What follows belongs to an exercise in optimizing a design on an open flow for small area, a short achievable clock period and few clock cycles per item; a production flow would make more cautious choices. The RTL was checked by simulation tests, not by an equivalence proof against the original design. No activity file was given, so power comes from the tool's default toggle rates.

// ppm_pulse_train_decoder_top
module ppm_pulse_train_decoder_top #(
   parameter int unsigned MAX_CHANNELS  = 8,
   parameter int unsigned CYCLES_PER_US = 80
) (
   input  logic                                 clock,
   input  logic                                 reset,
   input  logic                                 req_valid,
   output logic                                 req_ready,
   input  logic                                 req_edge_rising,
   input  logic [ppmd_pkg::TS_W-1:0]            req_timestamp,
   output logic                                 rsp_valid,
   input  logic                                 rsp_ready,
   output logic [ppmd_pkg::CHAN_W-1:0]          rsp_channel,
   output logic [ppmd_pkg::WIDTH_W-1:0]         rsp_width_us,
   output logic [ppmd_pkg::FRAME_W-1:0]         rsp_frame_number,
   output logic [ppmd_pkg::RESYNC_W-1:0]        rsp_resync_total,
   output logic                                 rsp_last,
   input  logic                                 csr_valid,
   output logic                                 csr_ready,
   input  logic [ppmd_pkg::CSR_INDEX_W-1:0]     csr_index,
   input  logic [ppmd_pkg::CSR_DATA_W-1:0]      csr_wdata
);
   logic [TS_W-1:0]     period_ff;
   logic [19:0]         thr5_ff;
   logic                thr_max_ff;
  ...
Size in the first run: ~2,500 cells after synthesis, about 130 I/O pins, roughly 0.020 mm² of cells after synthesis.
Settings: LEC_CHECK=0, CAP_MARGIN=20, CORE_MARGIN=2, CORE_UTILIZATION=40, CTS_BUF_LIST=sky130_fd_sc_hd__clkbuf_8, CTS_CLUSTER_DIAMETER=60, CTS_CLUSTER_SIZE=16, SETUP_SLACK_MARGIN=4.0, SLEW_MARGIN=20; clock period 8.0 ns.
standard.sh (not shown) runs the stock make flow with config.mk's settings and CLKGATE_MAP_FILE= SYNTH_SCRIPT=/design/flow/synth_recipe.tcl, a recipe that flattens the netlist after the stock synthesis.
==> flow/flow/run.sh <==
#!/bin/bash
# The standard layout with two changes, both after the standard synthesis:
#  - the combinational cells of the standard synthesis's netlist are mapped
#    again by ABC with a delay-aware script (flow/remap.abc); the flip-flops,
#    their names and cells, are kept as they are (read as black boxes);
#  - plain buf_2 cells as the port buffers instead of delay buffers.
# Logs: make_synth.log and make.log (make), remap.log (yosys), and the ORFS
# step logs under orfs/logs/.
set -euo pipefail
export BUFFER_PORTS_ARGS="-buffer_cell sky130_fd_sc_hd__buf_2"
PLAT=$FLOW_HOME/platforms/sky130hd
LIB=$PLAT/lib/sky130_fd_sc_hd__tt_025C_1v80.lib
RES=orfs/results/sky130hd/ppm_pulse_train_decoder_top/base
LOGS=orfs/logs/sky130hd/ppm_pulse_train_decoder_top/base

bash standard.sh synth > make_synth.log 2>&1

python3 flow/split_lib.py "$LIB" comb.lib seq.lib
DONT_USE=$(grep -o -- "-dont_use [A-Za-z0-9_]*" $LOGS/1_2_yosys.log | sort -u | tr '\n' ' ')
cp $RES/1_2_yosys.v 1_2_yosys_standard.v
cat > remap.ys <<EOS
read_liberty -lib seq.lib
read_liberty -ignore_miss_func comb.lib
read_verilog -noblackbox 1_2_yosys_standard.v
hierarchy -top $FLOW_TOP
flatten
opt_clean
abc -liberty $LIB $DONT_USE -script flow/remap.abc
opt_clean -purge
hilomap -singleton -hicell sky130_fd_sc_hd__conb_1 HI -locell sky130_fd_sc_hd__conb_1 LO
splitnets
opt_clean -purge
insbuf -buf sky130_fd_sc_hd__buf_4 A X
rename -hide w:*.*
check
stat -liberty $LIB
write_verilog -noattr -noexpr -nohex -nodec $RES/1_2_yosys.v
EOS
yosys -s remap.ys > remap.log 2>&1
rm -f $RES/1_synth.odb $RES/1_synth.sdc

bash standard.sh > make.log 2>&1
==> flow/flow/remap.abc <==
strash; dch -f; map -D 2800; topo; buffer; upsize; dnsize
==> flow/flow/split_lib.py <==
#!/usr/bin/env python3
"""Splits a Liberty file in two: the cells without state (comb) and those with
a ff, latch or statetable group (seq)."""
import re
import sys

src, comb_out, seq_out = sys.argv[1:4]
lib = open(src).read()
start = lib.index("cell (")
head = lib[:start]
comb, seq = [], []
i = start
while True:
    j = lib.find("cell (", i)
    if j < 0:
        break
    k = lib.index("{", j)
    depth, p = 1, k + 1
    while depth:
        c = lib[p]
        if c == "{":
            depth += 1
        elif c == "}":
            depth -= 1
        p += 1
    cell = lib[j:p]
    (seq if re.search(r"\n\s*(ff|latch|statetable)\s*\(", cell) else comb).append(cell)
    i = p
open(comb_out, "w").write(head + "\n".join(comb) + "\n}\n")
open(seq_out, "w").write(head + "\n".join(seq) + "\n}\n")
The starting point completed without violations.
Testbench counts at the start, summed over its fixed seeds: cycles 5,896, items 2,560.
Change:
--- a/flow/flow/run.sh
+++ b/flow/flow/run.sh
@@ -6 +6 @@
-#  - plain buf_2 cells as the port buffers instead of delay buffers.
+#  - plain buf_1 cells as the port buffers instead of delay buffers.
@@ -10 +10 @@
-export BUFFER_PORTS_ARGS="-buffer_cell sky130_fd_sc_hd__buf_2"
+export BUFFER_PORTS_ARGS="-buffer_cell sky130_fd_sc_hd__buf_1"
- SETUP_SLACK_MARGIN: 4.0 -> 3.8
Effect: Non-clock buffer count went down by 12; hold slack improved by 0.019 ns; sequential power barely changes; global-route usage hardly moves; routed wire length went down by 1.4%; first-iteration DRC count went up by 2.5%; register-to-register slack got worse by 0.11 ns.
Change:
--- a/flow/flow/run.sh
+++ b/flow/flow/run.sh
@@ -4 +4 @@
-#    again by ABC with a delay-aware script (flow/remap.abc); the flip-flops,
+#    again by ABC with an area-oriented script (flow/remap.abc); the flip-flops,
==> flow/flow/remap.abc (replaced) <==
strash; dch -f; map -a; topo; buffer; upsize; dnsize
- SETUP_SLACK_MARGIN: 3.8 -> 4.0
Count of clock-buffer cells in the layout drops by 2.
Non-clock buffer count is higher by 29.
Maximum frequency went down by 5.3%.
Change:
--- a/flow/flow/run.sh
+++ b/flow/flow/run.sh
@@ -4 +4 @@
-#    again by ABC with an area-oriented script (flow/remap.abc); the flip-flops,
+#    again by ABC with a delay-aware script (flow/remap.abc); the flip-flops,
@@ -6 +6 @@
-#  - plain buf_1 cells as the port buffers instead of delay buffers.
+#  - plain buf_2 cells as the port buffers instead of delay buffers.
@@ -10 +10 @@
-export BUFFER_PORTS_ARGS="-buffer_cell sky130_fd_sc_hd__buf_1"
+export BUFFER_PORTS_ARGS="-buffer_cell sky130_fd_sc_hd__buf_2"
==> flow/flow/remap.abc (replaced) <==
&get -n; &st; &dch; &nf -D 2800 -R 1000; &put; buffer; upsize; dnsize
Effect: Via count goes down by a little under a tenth. Worst setup slack is better by 0.12 ns. Clock-buffer cell count is unchanged. Sequential power stays flat. Non-clock buffer count goes up by 74. Clock skew goes up by 0.022 ns. Sequential share of layout area goes down by 0.95 points.
Change:
--- a/flow/flow/run.sh
+++ b/flow/flow/run.sh
@@ -6 +6 @@
-#  - plain buf_2 cells as the port buffers instead of delay buffers.
+#  - plain buf_1 cells as the port buffers instead of delay buffers.
@@ -10 +10 @@
-export BUFFER_PORTS_ARGS="-buffer_cell sky130_fd_sc_hd__buf_2"
+export BUFFER_PORTS_ARGS="-buffer_cell sky130_fd_sc_hd__buf_1"
==> flow/flow/remap.abc (replaced) <==
strash; dch -f; map -D 2800; topo; buffer; upsize; dnsize
- GPL_TIMING_DRIVEN: not set -> 0
Worst hold slack is better by 0.013 ns.
Design area barely changes.
Sequential share of layout area barely changes.

[port drivers added, routing unchanged]
How much do the figures lean on ideal ports? The routed layouts below were timed once more, with nothing changed but the port constraints.
Step 1 assumes that a clkbuf_16 drives the clock port and a buf_2 every other input.
Step 2 moves the port delays by t, midway between the first and last clock arrival at a register: inputs arrive t later, outputs are due t later. That takes back most of the time a late clock gives input paths.
Three values: ideal ports, drivers, drivers and shift; two values: the first two.
run	t (ns)	setup slack, ns	clock arrival spread, ns	cell pins on the clock port's net
the first run	0.673	4.148 / 4.155 / 3.510	0.035 / 0.036	1
the second run	0.659	4.065 / 4.096 / 3.437	0.029 / 0.030	1
the third run	0.656	3.845 / 3.845 / 3.518	0.036 / 0.036	1
the fourth run	0.653	3.969 / 3.969 / 3.437	0.055 / 0.055	1
the fifth run	0.669	3.950 / 3.944 / 3.275	0.035 / 0.035	1
After both steps every run listed still meets setup and hold. The setup slack of the fifth run, which loses most, moves by -0.006 ns with the drivers and by -0.675 ns with both steps.
